This design comes from an exercise in tuning for small area and a short achievable clock period on the open sky130 flow, not from production work.
RTL that was checked went through simulation tests only; none was proved equivalent to the original.
The RTL of runs 2 and 3 was laid out without a check of its function.
No activity file was given, so power comes from the tool's default toggle rates.

==> flow/design.v <==
module framebuffer_reader #(
   parameter int unsigned ADDR_W      = 32,
   parameter int unsigned CNT_W       = 20,
   parameter int unsigned FIFO_DEPTH  = 64,
   parameter int unsigned MAX_PENDING = 16
) (
   input  logic              clk,
   input  logic              rst_n,
   input  logic              start,
   input  logic [ADDR_W-1:0] base_addr,
   input  logic [CNT_W-1:0]  word_count,
   output logic              busy,
   output logic              done,
   output logic [ADDR_W-1:0] master_address,
   output logic              master_read,
   input  logic              master_wait_request,
   input  logic [31:0]       master_read_data,
   input  logic              master_read_data_valid,
   output logic [31:0]       out_data,
   output logic              out_valid,
   input  logic              out_ready
   ,
   output logic [15:0]       underflow_count
);
   localparam int unsigned PTR_W  = $clog2(FIFO_DEPTH);
   localparam int unsigned FCNT_W = PTR_W + 1;
   localparam int unsigned PEND_W = $clog2(MAX_PENDING + 1);
   typedef enum logic [1:0] {
      IDLE  = 2'd0,
      ISSUE = 2'd1,
      DRAIN = 2'd2
   } state_t;
   state_t             state;
   logic [ADDR_W-1:0]  addr_q;
   logic [CNT_W-1:0]   issue_left;
   logic [CNT_W-1:0]   recv_left;
   logic [PEND_W-1:0]  pending;
   logic [31:0]        mem [FIFO_DEPTH];
   logic [PTR_W-1:0]   wr_ptr;
   logic [PTR_W-1:0]   rd_ptr;
   logic [FCNT_W-1:0]  fifo_count;
   logic [31:0]        inflight;
   logic               credit_ok;
   logic               accept;
   logic               rd_ok;
   logic               push;
   logic               pop;
   logic               last_pop;
   logic               unused_addr_lsbs;
   assign unused_addr_lsbs = &{1'b0, base_addr[1:0]};
   always_comb begin
      inflight  = 32'(fifo_count) + 32'(pending);
      credit_ok = (inflight < FIFO_DEPTH) && (32'(pending) < MAX_PENDING);
   end
   assign master_read    = (state == ISSUE) && (issue_left != '0) && credit_ok;
   assign master_address = addr_q;
   assign accept         = master_read && !master_wait_request;
   assign rd_ok = master_read_data_valid && (state != IDLE) && (pending != '0);
   assign push  = rd_ok;
   assign out_valid = (fifo_count != '0);
   assign out_data  = out_valid ? mem[rd_ptr] : '0;
   assign pop       = out_valid && out_ready;
   assign last_pop = (state == DRAIN) && (recv_left == '0) && pop &&
                     (fifo_count == FCNT_W'(1)) && !push;
   always_ff @(posedge clk or negedge rst_n) begin
      if (!rst_n) begin
         state      <= IDLE;
         addr_q     <= '0;
         issue_left <= '0;
         recv_left  <= '0;
         pending    <= '0;
         busy       <= 1'b0;
         done       <= 1'b0;
      end else begin
         done <= 1'b0;
         case ({accept, rd_ok})
            2'b10:   pending <= pending + PEND_W'(1);
            2'b01:   pending <= pending - PEND_W'(1);
            default: pending <= pending;
         endcase
         if (rd_ok) begin
            recv_left <= recv_left - CNT_W'(1);
         end
         case (state)
            IDLE: begin
               if (start) begin
                  if (word_count != '0) begin
                     addr_q     <= {base_addr[ADDR_W-1:2], 2'b00};
                     issue_left <= word_count;
                     recv_left  <= word_count;
                     busy       <= 1'b1;
                     state      <= ISSUE;
                  end else begin
                     done <= 1'b1;
                  end
               end
            end
            ISSUE: begin
               if (accept) begin
                  addr_q     <= addr_q + ADDR_W'(4);
                  issue_left <= issue_left - CNT_W'(1);
                  if (issue_left == CNT_W'(1)) begin
                     state <= DRAIN;
                  end
               end
            end
            DRAIN: begin
               if (last_pop) begin
                  done  <= 1'b1;
                  busy  <= 1'b0;
                  state <= IDLE;
               end
            end
            default: begin
               state <= IDLE;
               busy  <= 1'b0;
            end
         endcase
      end
   end
   always_ff @(posedge clk) begin
      if (push) begin
         mem[wr_ptr] <= master_read_data;
      end
   end
   always_ff @(posedge clk or negedge rst_n) begin
      if (!rst_n) begin
         wr_ptr     <= '0;
         rd_ptr     <= '0;
         fifo_count <= '0;
      end else begin
         if (push) begin
            wr_ptr <= wr_ptr + PTR_W'(1);
         end
         if (pop) begin
            rd_ptr <= rd_ptr + PTR_W'(1);
         end
         case ({push, pop})
            2'b10:   fifo_count <= fifo_count + FCNT_W'(1);
            2'b01:   fifo_count <= fifo_count - FCNT_W'(1);
            default: fifo_count <= fifo_count;
         endcase
      end
   end
   always_ff @(posedge clk or negedge rst_n) begin
      if (!rst_n) begin
         underflow_count <= '0;
      end else if ((state == IDLE) && start) begin
         underflow_count <= '0;
      end else if (busy && out_ready && !out_valid && (underflow_count != '1)) begin
         underflow_count <= underflow_count + 16'd1;
      end
   end
endmodule
==> flow/run.sh <==
#!/bin/bash
# synth_recipe.tcl (not shown) runs the flow's synth.tcl, then flattens the netlist and writes it again
# the make line also repeats each setting of config.mk as NAME=value (left out here)
make -C /OpenROAD-flow-scripts/flow DESIGN_CONFIG=/design/flow/config.mk WORK_HOME=/design/flow/orfs CLKGATE_MAP_FILE= SYNTH_SCRIPT=/design/flow/synth_recipe.tcl finish
==> flow/config.mk <==
export PLATFORM = sky130hd
export DESIGN_NAME = framebuffer_reader
export DESIGN_NICKNAME = framebuffer_reader
export VERILOG_FILES = /design/flow/design.v
export SDC_FILE = /design/flow/constraint.sdc
export NUM_CORES = 4
export LEC_CHECK = 0
export CAP_MARGIN = 20
export CORE_MARGIN = 2
export CORE_UTILIZATION = 40
export SLEW_MARGIN = 20
==> flow/constraint.sdc <==
create_clock -name core_clock -period 6.0 [get_ports {clk}]
set_input_delay 1.2000 -clock core_clock [delete_from_list [all_inputs] [get_ports {clk}]]
set_output_delay 1.2000 -clock core_clock [all_outputs]
set_load 0.01 [all_outputs]
==> flow_summary.json, run 1 <==
{
  "drive_above_1_share": 0.238,
  "worstPathCellList": "and2_1, nand2b_1, o22ai_1, a2111oi_2, a2111oi_1, buf_4, a21o_1, clkdlybuf4s50_1",
  "skew_ns": 0.0854,
  "ctsResizeCount": 0,
  "cp_top_family": "compound AO/OA/AOI/OAI gates",
  "synth_cells": 4157,
  "synth_cell_types": 87,
  "min_period_ns": 5.88,
  "portBuffers": 169,
  "critPathBufInv": 2,
  "start_util": 0.403,
  "numCtsBuffers": 211,
  "cp.required_ns": 4.80,
  "final.setup.tns_ns": 0,
  "cts_root_buffer": "clkbuf_16",
  "status": "timing/DRC/antenna clean",
  "grt_max_degree": 75,
  "cts_tree": "done",
  "synthMuxAreaShare": 0.149,
  "power_density_nw_per_um2": 454,
  "detail_route.first_pass.iterations": 7,
  "ios": 174,
  "clockBufferDepth": 3,
  "dr.first_iter.drc_count": 5384,
  "synthTopCellsByArea": "edfxtp_1 (73%), mux4_2 (12%), dfrtp_1 (3.4%), mux2i_1 (2.4%), nor2_1 (0.66%)",
  "p_leak_uw": 0.0311,
  "min_path_type": "in -> async",
  "slew_headroom": 0.149,
  "hpwlAfterDp_mm": 135,
  "crit_slowest_cell": "a2111oi_2",
  "fin_crit_sh": 0.980,
  "routed_wl_mm": 230,
  "slowest_delay_ns": 1.12,
  "synthAdderAreaFrac": 0.00304,
  "clock-sinks": 2162,
  "drtAntennaViolNets": 0,
  "crit_type": "reg -> out",
  "synth_xor_area_frac": 0.00548,
  "critPathCaptureType": "output pin",
  "clk_latency_ns": 0.89,
  "grt_overflow_total": 0,
  "drcViolationCount": 0,
  "rsz0062_at_grt": "no",
  "wl_per_cell_um": 30.7,
  "syn_avg_cell_area_um2": 20.4,
  "setup_viol": 0,
  "die_x_um": 464,
  "gr-usage-all-layers": 0.211,
  "crit_path_start_kind": "flop",
  "async_reset_ff_frac": 0.0527,
  "fin_nets": 4637,
  "ys_seq_elements": 2162,
  "gp_congestion": 0.805,
  "areaGrowthSynthToFinish_pct": 15.8,
  "rows": 168,
  "antenna_found_initial": 9,
  "synth-compound-area-share": 0.0392,
  "cp.arrival_ns": 4.68,
  "crit_fanout": 18,
  "grt_pass1_wl_mm": 326,
  "clk_pin_slew_ns": 0.06,
  "via_count": 43978,
  "core_um2": 210000,
  "grt_pass1_vias": 43505,
  "peakVddDrop_mv": 0.507,
  "hold_viol_final": 0,
  "cap_violations": 0,
  "fill_cells": 17331,
  "worst_slew_pin_slew_ns": 1.27,
  "die-area_um2": 215000,
  "yosys.area.top_type": "edfxtp_1",
  "synth_top_area_frac": 0.727,
  "dieHeight_um": 464,
  "timing.fmax_mhz": 170,
  "final-max-slew-violation-count": 0,
  "htreeDepth": 4,
  "synth_ff_type": "edfxtp_1",
  "yosys.area_share.simple": 0.0293,
  "via_per_inst": 5.86,
  "synth_enable_flop_cells": 2048,
  "ys_seq_area_frac": 0.760,
  "whs_ns": 0.431,
  "synth_top_family_by_area": "multiplexers",
  "synth_warnings": 1,
  "syn_area_um2": 84600
}
-- cells by family after synthesis --
kind of cell | Yosys count
AO/OA/AOI/OAI | 484
XOR/XNOR | 53
adder cells (fa/ha/maj) | 20
buffers and inverters | 256
flip-flops | 2162
multiplexers | 676
other | 1
AND/OR/NAND/NOR | 505
-- flip-flops by register name, indices dropped and copies added (netlist names), 6 cells and up --
name             cells
mem               2048
rd_ptr               6
wr_ptr               6
recv_left           20
fifo_count           7
underflow_count     16
issue_left          20
addr_q              30
-- Yosys cell counts (all sizes together), types with 13 or more instances --
library cell / number
or3: 14
nor2: 148
a211oi: 45
mux4: 467
ha: 19
mux2i: 207
xor2: 21
a2111oi: 16
o21ai: 96
o221ai: 42
a21oi: 89
buf: 139
nand3: 40
dfrtp: 114
inv: 21
xnor2: 32
a221oi: 28
nand4: 25
a22o: 21
edfxtp: 2048
nand2: 138
nor3: 30
nor2b: 14
clkbuf: 96
o22ai: 62
nand2b: 13
nor4: 27
-- worst register-to-register path, cell delays in order (launching register included) --
cell and delay, ns:
dfrtp_1 0.38, inv_1 0.12, ha_1 0.20, or3b_1 0.44
or2_0 0.41, o21ai_2 0.59, nor2_1 0.14, inv_2 0.41
ha_1 0.33, inv_1 0.10, fa_1 0.41, inv_1 0.07
a21o_1 0.11, a21oi_1 0.07, xnor2_1 0.14, nor2_1 0.07
xor2_1 0.14
-- worst paths after layout --
kind / startpoint / end / slack [ns] / depth (start not counted)
hold reg to reg: issue_left[11] / issue_left[11] / 0.55 / 1
min in group core_clock: issue_left[11] / issue_left[11] / 0.55 / 1
hold / removal: rst_n / recv_left[14] / 0.43 / 1
setup / recovery: rd_ptr[2] / out_data[17] / 0.12 / 8
max in group asynchronous: rst_n / rd_ptr[0] / 4.41 / 2
setup reg to reg: issue_left[1] / pending[4] / 1.76 / 16
-- cell usage in the layout, fill, tap and decap left out, drive strengths merged, types with 19 or more instances in the layout --
| master | instances |
|---|---|
| nor2 | 148 |
| nand3 | 40 |
| a221oi | 28 |
| xor2 | 21 |
| nor4 | 27 |
| edfxtp | 2048 |
| clkdlybuf4s50 | 136 |
| mux4 | 467 |
| nor3 | 30 |
| a22o | 21 |
| a211oi | 45 |
| xnor2 | 32 |
| mux2i | 207 |
| a21oi | 89 |
| o21ai | 96 |
| o221ai | 42 |
| nand2 | 138 |
| inv | 28 |
| o22ai | 62 |
| clkbuf | 275 |
| buf | 255 |
| dfrtp | 114 |
| nand4 | 25 |
| clkinv | 95 |
| ha | 19 |
-- metrics by stage --
| step | area (um^2) | util | total power (uW) | setup WS [ns] | std cells |
|---|---|---|---|---|---|
| final | 98000 | 0.467 | 44500 | 0.121 | 7510 |
| after global routing | 98000 | 0.467 | 46100 | 0.0110 | 7509 |
| after CTS | 97900 | 0.466 | 44800 | 0.0111 | 7500 |
| after detailed placement | 91200 | 0.434 | 32100 | 0.946 | 7110 |
| after global placement | 91200 | 0.434 | 32000 | 0.925 | 7110 |
| after floorplan | 84700 | - | 26000 | 2.07 | 4158 |
-- metal layers --
layer  wire length (um)  share of wire  GRT usage
met1              96000           0.42      0.296
met2             111000           0.48      0.340
met3              16800          0.073     0.0376
met4               6690          0.029     0.0611
met5                 41        0.00018          0
-- power breakdown --
group	total [uW]	switching (uW)	internal, uW
Clock	12800	5820	6940
Combinational	13900	7970	5910
Sequential	17800	588	17200
Total	44500	14400	30100
-- layout make-up --
class,instances,area (um^2),area share
antenna,1,2.50,0.0000255
clock buffer,275,5560,0.0567
clock inverter,115,1080,0.0110
inverter,21,78.8,0.000804
multi-input combinational,1740,19700,0.201
sequential,2162,64400,0.657
tap,2805,3510,0.0358
timing repair buffer,391,3740,0.0381
-- timing repair --
item / in CTS / in global routing
setup buffers: 0 / 8
hold buffers: 0 / 0
setup endpoints to repair: 0 / 8
==> inputs of run 2 (changes only) <==
==> flow/design.v (replaced) <==
module framebuffer_reader #(
   parameter int unsigned ADDR_W      = 32,
   parameter int unsigned CNT_W       = 20,
   parameter int unsigned FIFO_DEPTH  = 64,
   parameter int unsigned MAX_PENDING = 16
) (
   input  logic              clk,
   input  logic              rst_n,
   input  logic              start,
   input  logic [ADDR_W-1:0] base_addr,
   input  logic [CNT_W-1:0]  word_count,
   output logic              busy,
   output logic              done,
   output logic [ADDR_W-1:0] master_address,
   output logic              master_read,
   input  logic              master_wait_request,
   input  logic [31:0]       master_read_data,
   input  logic              master_read_data_valid,
   output logic [31:0]       out_data,
   output logic              out_valid,
   input  logic              out_ready
   ,
   output logic [15:0]       underflow_count
);
   localparam int unsigned MEM_N  = FIFO_DEPTH - 1;        
   localparam int unsigned PTR_W  = $clog2(MEM_N);
   localparam int unsigned FCNT_W = $clog2(FIFO_DEPTH + 1);
   localparam int unsigned PEND_W = $clog2(MAX_PENDING + 1);
   logic               issuing;       
   logic [ADDR_W-1:2]  addr_q;
   logic [CNT_W-1:0]   issue_left;
   logic [PEND_W-1:0]  pending;       
   logic [FCNT_W-1:0]  inflight;      
   logic [31:0]        head;
   logic               head_v;
   logic [31:0]        mem [MEM_N];
   logic [PTR_W-1:0]   wr_ptr;
   logic [PTR_W-1:0]   rd_ptr;
   logic [PTR_W-1:0]   mcount;        
   logic               idle_start;
   logic               accept;
   logic               push;
   logic               pop;
   logic               load_head;
   logic               ring_ne;
   logic               ring_rd;
   logic               ring_wr;
   logic               last_pop;
   logic               unused_addr_lsbs;
   assign unused_addr_lsbs = &{1'b0, base_addr[1:0]};
   assign master_read    = issuing && !inflight[FCNT_W-1] && !pending[PEND_W-1];
   assign master_address = {addr_q, 2'b00};
   assign accept         = master_read && !master_wait_request;
   assign idle_start = !busy && start;
   assign push = master_read_data_valid && busy && (pending != '0);
   assign out_valid = head_v;
   assign out_data  = head;
   assign pop       = head_v && out_ready;
   assign ring_ne   = (mcount != '0);
   assign load_head = !head_v || out_ready;
   assign ring_rd   = load_head && ring_ne;
   assign ring_wr   = push && (ring_ne || (head_v && !out_ready));
   assign last_pop = busy && !issuing && (pending == '0) && pop && !ring_ne;
   always_ff @(posedge clk or negedge rst_n) begin
      if (!rst_n) begin
         issuing    <= 1'b0;
         pending    <= '0;
         inflight   <= '0;
         busy       <= 1'b0;
         done       <= 1'b0;
      end else begin
         done <= (idle_start && (word_count == '0)) || last_pop;
         case ({accept, push})
            2'b10:   pending <= pending + PEND_W'(1);
            2'b01:   pending <= pending - PEND_W'(1);
            default: pending <= pending;
         endcase
         case ({accept, pop})
            2'b10:   inflight <= inflight + FCNT_W'(1);
            2'b01:   inflight <= inflight - FCNT_W'(1);
            default: inflight <= inflight;
         endcase
         if (idle_start) begin
            if (word_count != '0) begin
               busy    <= 1'b1;
               issuing <= 1'b1;
            end
         end else begin
            if (accept && (issue_left == CNT_W'(1))) begin
               issuing <= 1'b0;
            end
            if (last_pop) begin
               busy <= 1'b0;
            end
         end
      end
   end
   always_ff @(posedge clk) begin
      if (idle_start) begin
         addr_q     <= base_addr[ADDR_W-1:2];
         issue_left <= word_count;
      end else if (accept) begin
         addr_q     <= addr_q + 1'b1;
         issue_left <= issue_left - CNT_W'(1);
      end
   end
   always_ff @(posedge clk) begin
      if (load_head) begin
         head <= ring_ne ? mem[rd_ptr] : master_read_data;
      end
   end
   always_ff @(posedge clk or negedge rst_n) begin
      if (!rst_n) begin
         head_v <= 1'b0;
      end else if (load_head) begin
         head_v <= ring_ne || push;
      end
   end
   always_ff @(posedge clk) begin
      if (push) begin
         mem[wr_ptr] <= master_read_data;
      end
   end
   always_ff @(posedge clk or negedge rst_n) begin
      if (!rst_n) begin
         wr_ptr <= '0;
         rd_ptr <= '0;
         mcount <= '0;
      end else begin
         if (ring_wr) begin
            wr_ptr <= (wr_ptr == PTR_W'(MEM_N - 1)) ? '0 : wr_ptr + PTR_W'(1);
         end
         if (ring_rd) begin
            rd_ptr <= (rd_ptr == PTR_W'(MEM_N - 1)) ? '0 : rd_ptr + PTR_W'(1);
         end
         case ({ring_wr, ring_rd})
            2'b10:   mcount <= mcount + PTR_W'(1);
            2'b01:   mcount <= mcount - PTR_W'(1);
            default: mcount <= mcount;
         endcase
      end
   end
   always_ff @(posedge clk or negedge rst_n) begin
      if (!rst_n) begin
         underflow_count <= '0;
      end else if (idle_start) begin
         underflow_count <= '0;
      end else if (busy && out_ready && !head_v && (underflow_count != '1)) begin
         underflow_count <= underflow_count + 16'd1;
      end
   end
endmodule
==> flow_summary.json, run 2 <==
{
  "regMostFlops": "mem",
  "cp_top_family": "compound AO/OA/AOI/OAI gates",
  "stdcell_area_um2": 96900,
  "antenna_found_initial": 13,
  "via_per_inst": 5.65,
  "critPathCaptureType": "flop",
  "layout_common_cells": "edfxtp_1 (2098), mux4_2 (391), mux2i_1 (266), clkbuf_16 (216), nand2_1 (166)",
  "synth_ff_type": "edfxtp_1",
  "gp_congestion": 0.816,
  "fill_cells": 17662,
  "p_leak_uw": 0.0306,
  "hold_viol_final": 0,
  "slowest_delay_ns": 0.90,
  "drcViolationCount": 0,
  "syn_avg_cell_area_um2": 19.9,
  "rsz0062_at_grt": "no",
  "detail_route.first_pass.iterations": 7,
  "via_count": 42622,
  "setup_viol": 0,
  "cts_tree": "done",
  "fin_nets": 4682,
  "status": "timing/DRC/antenna clean",
  "syn_area_um2": 84500,
  "fin_ws_ns": 1.91,
  "clk_latency_ns": 0.84,
  "slew_headroom": 0.273,
  "start_util": 0.403,
  "power_density_nw_per_um2": 439,
  "clockBufferDepth": 3,
  "rows": 168,
  "final_common_cell": "edfxtp_1",
  "worstPathCellList": "buf_12, buf_12, mux4_2, mux2i_1, o21ai_0, o21bai_1, a21oi_1",
  "synth_enable_flop_cells": 2098,
  "pre_cts_ws_ns": 1.31,
  "drtAntennaViolNets": 0,
  "largest_reg_flops": 2016,
  "worst_slew_pin_slew_ns": 1.09,
  "post_cts_buffers": 0,
  "grt_max_degree": 117,
  "synthTopCellsByArea": "edfxtp_1 (75%), mux4_2 (10%), mux2i_1 (3.2%), dfrtp_1 (1.5%), a22oi_1 (0.75%)",
  "grt_overflow_total": 0,
  "clock-sinks": 2148,
  "die_x_um": 464,
  "gr-usage-all-layers": 0.196,
  "final-max-slew-violation-count": 0,
  "peakVddDrop_mv": 0.348,
  "placed_area_um2": 90200,
  "ios": 174,
  "grt_pass1_vias": 42434,
  "synth_cell_types": 70,
  "cts.hold.buffers_added": 0,
  "numCtsBuffers": 213,
  "core_um2": 210000,
  "min_period_ns": 4.09,
  "wl_per_cell_um": 28.2,
  "async_reset_ff_frac": 0.0233,
  "cp.arrival_ns": 4.58,
  "areaGrowthSynthToFinish_pct": 14.7,
  "portBuffers": 169,
  "hpwlAfterDp_mm": 130,
  "ctsResizeCount": 0,
  "timing.fmax_mhz": 245,
  "critPathBufInv": 2,
  "dr.first_iter.drc_count": 4705,
  "grt_pass1_wl_mm": 307,
  "routed_wl_mm": 213,
  "ys_seq_area_frac": 0.761,
  "htreeDepth": 4,
  "cap_violations": 0,
  "min_path_type": "reg -> reg",
  "crit_fanout": 49,
  "largestRegisters": "mem: 2016 flops, head: 32 flops, addr_q: 30 flops",
  "ys_seq_elements": 2148,
  "synth_common_cells": "edfxtp_1 (2098), mux4_2 (391), mux2i_1 (266), nand2_1 (167), nor2_1 (153)",
  "crit_slowest_cell": "dfrtp_4",
  "crit_path_start_kind": "flop",
  "power_uw": 42500,
  "whs_ns": 0.473,
  "cts_root_buffer": "clkbuf_16",
  "crit_type": "reg -> reg",
  "cp.required_ns": 6.49,
  "final.setup.tns_ns": 0,
  "synth_cells": 4242,
  "die-area_um2": 215000,
  "synth.most_common_cell": "edfxtp_1",
  "clk_pin_slew_ns": 0.06,
  "critical_path.most_common_cell": "buf_12",
  "yosys.area.top_type": "edfxtp_1",
  "dieHeight_um": 464,
  "synth_warnings": 1,
  "fin_crit_sh": 0.681,
  "skew_ns": 0.0276,
  "drive_above_1_share": 0.210,
  "synth_top_area_frac": 0.746
}
## run 2: cell families after synthesis
| group | after synthesis | share of synthesized area |
|---|---|---|
| AO/OA/AOI/OAI | 552 | 0.0443 |
| XOR/XNOR | 72 | 0.00746 |
| adder cells (fa/ha/maj) | 26 | 0.00412 |
| buffers and inverters | 271 | 0.0191 |
| flip-flops | 2148 | 0.761 |
| multiplexers | 666 | 0.137 |
| other | 1 | 0.0000444 |
| AND/OR/NAND/NOR | 506 | 0.0274 |
## run 2: metal layers
layer  vias up  track usage  wire length [um]
met3       270       0.0335             15100
met2      1532        0.313            103000
li1      18147            -                 -
met5         -            0                 0
met4         0       0.0447              4200
met1     22673        0.281             91000
## run 2: cell type report
type / instances / area (um^2) / area share
multi-input combinational: 1824 / 19200 / 0.198
clock inverter: 109 / 1070 / 0.0110
clock buffer: 276 / 5630 / 0.0581
inverter: 31 / 119 / 0.00123
timing repair buffer: 348 / 3120 / 0.0322
sequential: 2148 / 64300 / 0.663
tap: 2805 / 3510 / 0.0362
antenna: 3 / 7.51 / 0.0000775
## run 2: final timing paths
kind                                        to  slack, ns       from  cells after the start
max reg2reg                           head[11]       1.91  rd_ptr[0]                      7
max                                   head[11]       1.91  rd_ptr[0]                      7
max in group asynchronous            rd_ptr[1]       4.95      rst_n                      2
min reg2reg                          mcount[5]       0.47  mcount[5]                      1
min in group asynchronous  underflow_count[13]       0.49      rst_n                      2
min                                  mcount[5]       0.47  mcount[5]                      1
## run 2: worst register-to-register path, stage by stage, from the launching register on
cell and delay [ns]:
dfrtp_4 0.90, buf_12 0.36, buf_12 0.49, mux4_2 0.64, mux2i_1 0.15, o21ai_0 0.17
o21bai_1 0.62, a21oi_1 0.40
## run 2: metrics by stage
step           cells   util
2_1_floorplan   4243      -
3_3_place_gp    7156  0.430
3_5_place_dp    7156  0.430
4_1_cts         7541  0.462
5_1_grt         7544  0.462
6_report        7544  0.462
## run 2: power breakdown
| group | total [uW] | internal (uW) | leakage (uW) | switching [uW] |
|---|---|---|---|---|
| registers | 17900 | 17300 | 0.0195 | 551 |
| clock network | 13000 | 7400 | 0.00325 | 5560 |
| logic | 11700 | 4710 | 0.00778 | 7010 |
| total | 42500 | 29400 | 0.0306 | 13100 |
==> inputs of run 3 (changes only) <==
--- a/flow/design.v
+++ b/flow/design.v
@@ -35,7 +35,8 @@
    logic               head_v;
    logic [31:0]        mem [MEM_N];
    logic [PTR_W-1:0]   wr_ptr;
-   logic [PTR_W-1:0]   rd_ptr;
+   logic [MEM_N-1:0]   rd_sel;        
+   logic [31:0]        ring_q;
    logic [PTR_W-1:0]   mcount;        
    logic               idle_start;
    logic               accept;
@@ -104,9 +105,15 @@
          issue_left <= issue_left - CNT_W'(1);
       end
    end
+   always_comb begin
+      ring_q = '0;
+      for (int i = 0; i < MEM_N; i++) begin
+         ring_q = ring_q | (mem[i] & {32{rd_sel[i]}});
+      end
+   end
    always_ff @(posedge clk) begin
       if (load_head) begin
-         head <= ring_ne ? mem[rd_ptr] : master_read_data;
+         head <= ring_ne ? ring_q : master_read_data;
       end
    end
    always_ff @(posedge clk or negedge rst_n) begin
@@ -124,14 +131,14 @@
    always_ff @(posedge clk or negedge rst_n) begin
       if (!rst_n) begin
          wr_ptr <= '0;
-         rd_ptr <= '0;
+         rd_sel <= MEM_N'(1);
          mcount <= '0;
       end else begin
          if (ring_wr) begin
             wr_ptr <= (wr_ptr == PTR_W'(MEM_N - 1)) ? '0 : wr_ptr + PTR_W'(1);
          end
          if (ring_rd) begin
-            rd_ptr <= (rd_ptr == PTR_W'(MEM_N - 1)) ? '0 : rd_ptr + PTR_W'(1);
+            rd_sel <= {rd_sel[MEM_N-2:0], rd_sel[MEM_N-1]};
          end
          case ({ring_wr, ring_rd})
             2'b10:   mcount <= mcount + PTR_W'(1);
--- a/flow/config.mk
+++ b/flow/config.mk
@@ -8,4 +8,5 @@
 export CAP_MARGIN = 20
 export CORE_MARGIN = 2
 export CORE_UTILIZATION = 40
+export SETUP_SLACK_MARGIN = 3.3
 export SLEW_MARGIN = 20
==> flow_summary.json, run 3 <==
{
  "status": "timing/DRC/antenna clean",
  "grt_pass1_wl_mm": 443,
  "critPathBufInv": 1,
  "synth.most_common_cell": "edfxtp_1",
  "slew_headroom": 0.238,
  "gp_congestion": 0.858,
  "synth_cells": 4473,
  "final-max-slew-violation-count": 0,
  "reg2reg_depth": 5,
  "largest_reg_flops": 2016,
  "p_leak_uw": 0.0308,
  "cts_tree": "done",
  "crit_path_start_kind": "flop",
  "power_density_nw_per_um2": 352,
  "syn_avg_cell_area_um2": 18.1,
  "clk_pin_slew_ns": 0.06,
  "cap_violations": 0,
  "worstPathCellList": "nor3b_4, buf_2",
  "areaGrowthSynthToFinish_pct": 18.7,
  "clockBufferDepth": 3,
  "hpwlAfterDp_mm": 181,
  "cp.required_ns": 4.80,
  "ys_seq_elements": 2205,
  "grt_overflow_total": 0,
  "htreeDepth": 4,
  "crit_fanout": 2,
  "synth_top_area_frac": 0.779,
  "hold_viol_final": 0,
  "via_per_inst": 6.83,
  "peakVddDrop_mv": 0.337,
  "synth_cell_types": 65,
  "regMostFlops": "mem",
  "gr-usage-all-layers": 0.322,
  "worstReg2RegEnd": "head[19]",
  "timing.fmax_mhz": 346,
  "placed_area_um2": 87500,
  "via_count": 53318,
  "synth_enable_flop_cells": 2098,
  "setup_viol": 0,
  "final.setup.tns_ns": 0,
  "ios": 174,
  "wl_per_cell_um": 43.1,
  "rows": 165,
  "async_reset_ff_frac": 0.0485,
  "synth_warnings": 1,
  "yosys.area.top_type": "edfxtp_1",
  "min_path_type": "in -> async",
  "ys_seq_area_frac": 0.812,
  "drive_above_1_share": 0.210,
  "antenna_found_initial": 20,
  "cts_root_buffer": "clkbuf_16",
  "final_common_cell": "edfxtp_1",
  "stdcell_area_um2": 96000,
  "slowest_delay_ns": 0.40,
  "synth_ff_type": "edfxtp_1",
  "drcViolationCount": 0,
  "die-area_um2": 206000,
  "portBuffers": 169,
  "detail_route.first_pass.iterations": 8,
  "clk_latency_ns": 0.91,
  "syn_area_um2": 80900,
  "dr.first_iter.drc_count": 10218,
  "cp.arrival_ns": 1.69,
  "largestRegisters": "mem: 2016 flops, rd_sel: 63 flops, head: 32 flops",
  "fin_nets": 5058,
  "crit_type": "reg -> out",
  "r2r-start": "rd_sel[25]",
  "clock-sinks": 2205,
  "synth_common_cells": "edfxtp_1 (2098), a22oi_1 (592), clkbuf_1 (262), a221oi_1 (184), a22o_1 (184)",
  "cp_top_family": "flip-flops",
  "start_util": 0.401,
  "r2r_setup_slack_ns": 3.17,
  "drtAntennaViolNets": 0,
  "crit_slowest_cell": "dfrtp_1",
  "layout_common_cells": "edfxtp_1 (2098), a22oi_1 (591), buf_4 (303), clkbuf_16 (220), a22o_1 (184)",
  "numCtsBuffers": 216,
  "routed_wl_mm": 337,
  "grt_pass1_vias": 49384,
  "cts.hold.buffers_added": 0,
  "min_period_ns": 2.89,
  "worst_slew_pin_slew_ns": 1.14,
  "synthTopCellsByArea": "edfxtp_1 (78%), a22oi_1 (5.5%), dfrtp_1 (3.3%), a221oi_1 (2.0%), a22o_1 (2.0%)",
  "die_x_um": 454,
  "dieHeight_um": 454,
  "rsz0062_at_grt": "yes",
  "skew_ns": 0.0965,
  "grt_max_degree": 65,
  "fin_crit_sh": 0.482,
  "core_um2": 201000,
  "critPathCaptureType": "output pin"
}
run 3: cell count changes after synthesis, moves of 63 or more:
cell,before,now
mux4_2,391,0
a221oi_1,26,184
a22oi_1,84,592
mux2i_1,266,4
nand2_1,167,104
clkbuf_1,99,262
nand4_1,11,182
a22o_1,17,184
run 3: report_power, final:
group / total (uW) / switching (uW) / internal, uW
registers: 17800 / 275 / 17500
clock network: 13200 / 5910 / 7330
logic: 2740 / 1940 / 804
total: 33800 / 8120 / 25700
run 3: how the worst max path moves through the flow:
stage                                 startpoint           to  slack [ns]  depth (start not counted)
after CTS                             pending[4]  master_read        2.82                          2
after detailed placement  master_read_data_valid  mem[42][21]        1.72                          7
final                                inflight[6]  master_read        3.11                          2
after global routing                     issuing  master_read        3.04                          2
after global placement    master_read_data_valid  mem[34][18]        1.68                          7
after floorplan           master_read_data_valid   mem[54][0]        3.00                          5
run 3: per-stage QoR:
stage / setup WS, ns / util / power, uW / hold slack (ns) / std cells
final: 3.11 / 0.476 / 33800 / 0.478 / 7807
after global routing: 3.04 / 0.476 / 34500 / 0.504 / 7798
after CTS: 2.82 / 0.474 / 33700 / 0.439 / 7779
after detailed placement: 1.72 / 0.434 / 20500 / 0.468 / 7237
after global placement: 1.68 / 0.434 / 20500 / 0.465 / 7233
after floorplan: 3.00 / - / 19200 / 0.442 / 4474
run 3: worst reg2reg max path, stage by stage (launching register included):
cell and delay (ns):
dfrtp_2 0.59, buf_4 0.46, a22oi_1 0.19, nand4_1 0.34, nor4_2 0.13, a21oi_1 0.76
run 3: what timing repair did:
action | CTS | global route
pin swaps | 42 | 10
gates cloned | 1 | 0
gates resized for setup | 435 | 47
setup endpoints to repair | 1872 | 165
setup buffers | 142 | 16
run 3: kinds of logic after synthesis:
family                   synth area share
XOR/XNOR                          0.00661
multiplexers                      0.00927
AO/OA/AOI/OAI                       0.109
adder cells (fa/ha/maj)           0.00399
AND/OR/NAND/NOR                    0.0432
buffers and inverters              0.0154
other                           0.0000464
flip-flops                          0.812
run 3: metal layers:
metal	up-vias	global-route usage	wire length [um]
met3	1196	0.103	53200
met4	24	0.193	25500
li1	19642	-	-
met5	-	0.000466	151
met2	5227	0.475	144000
met1	27229	0.416	113000
run 3: layout make-up:
cell class / instances / area (um^2)
Antenna cell: 10 / 25.0
Clock buffer: 292 / 5840
Clock inverter: 107 / 990
Fill cell: 16887 / 106000
Inverter: 26 / 113
Multi-Input combinational cell: 1948 / 15000
Sequential cell: 2205 / 65800
Tap cell: 2672 / 3340
Timing Repair Buffer: 547 / 4810

==> afterwards: timing with drivers on the ports <==
No port has a modelled driver above. Below, the same layouts with a new extraction and two added sets of constraints. Step 1 (the two cells are an assumption about what drives the block):
set clk [get_ports {clk}]
set_driving_cell -lib_cell sky130_fd_sc_hd__clkbuf_16 $clk
set_driving_cell -lib_cell sky130_fd_sc_hd__buf_2 [delete_from_list [all_inputs] $clk]
Step 2 also shifts input and output timing later by t, the mid clock arrival at the registers, as if the neighbouring blocks saw the same clock. a / b / c = ideal ports / drivers / drivers and shift; a / b = the first two.
| run | shift t [ns] | slack for setup (ns) | worst setup path after step 2 | latest minus earliest clock arrival (ns) |
|---|---|---|---|---|
| run 1 | 0.929 | 0.121 / 0.033 / 0.962 | register to output | 0.093 / 0.093 |
| run 2 | 0.911 | 1.913 / 1.913 / 1.306 | input to register | 0.033 / 0.033 |
| run 3 | 0.950 | 3.107 / 3.017 / 2.395 | input to register | 0.097 / 0.096 |
After both steps setup and hold are still met in every run listed. For run 3, which loses most, drivers alone change the setup slack by -0.090 ns; drivers and shift together by -0.712 ns.
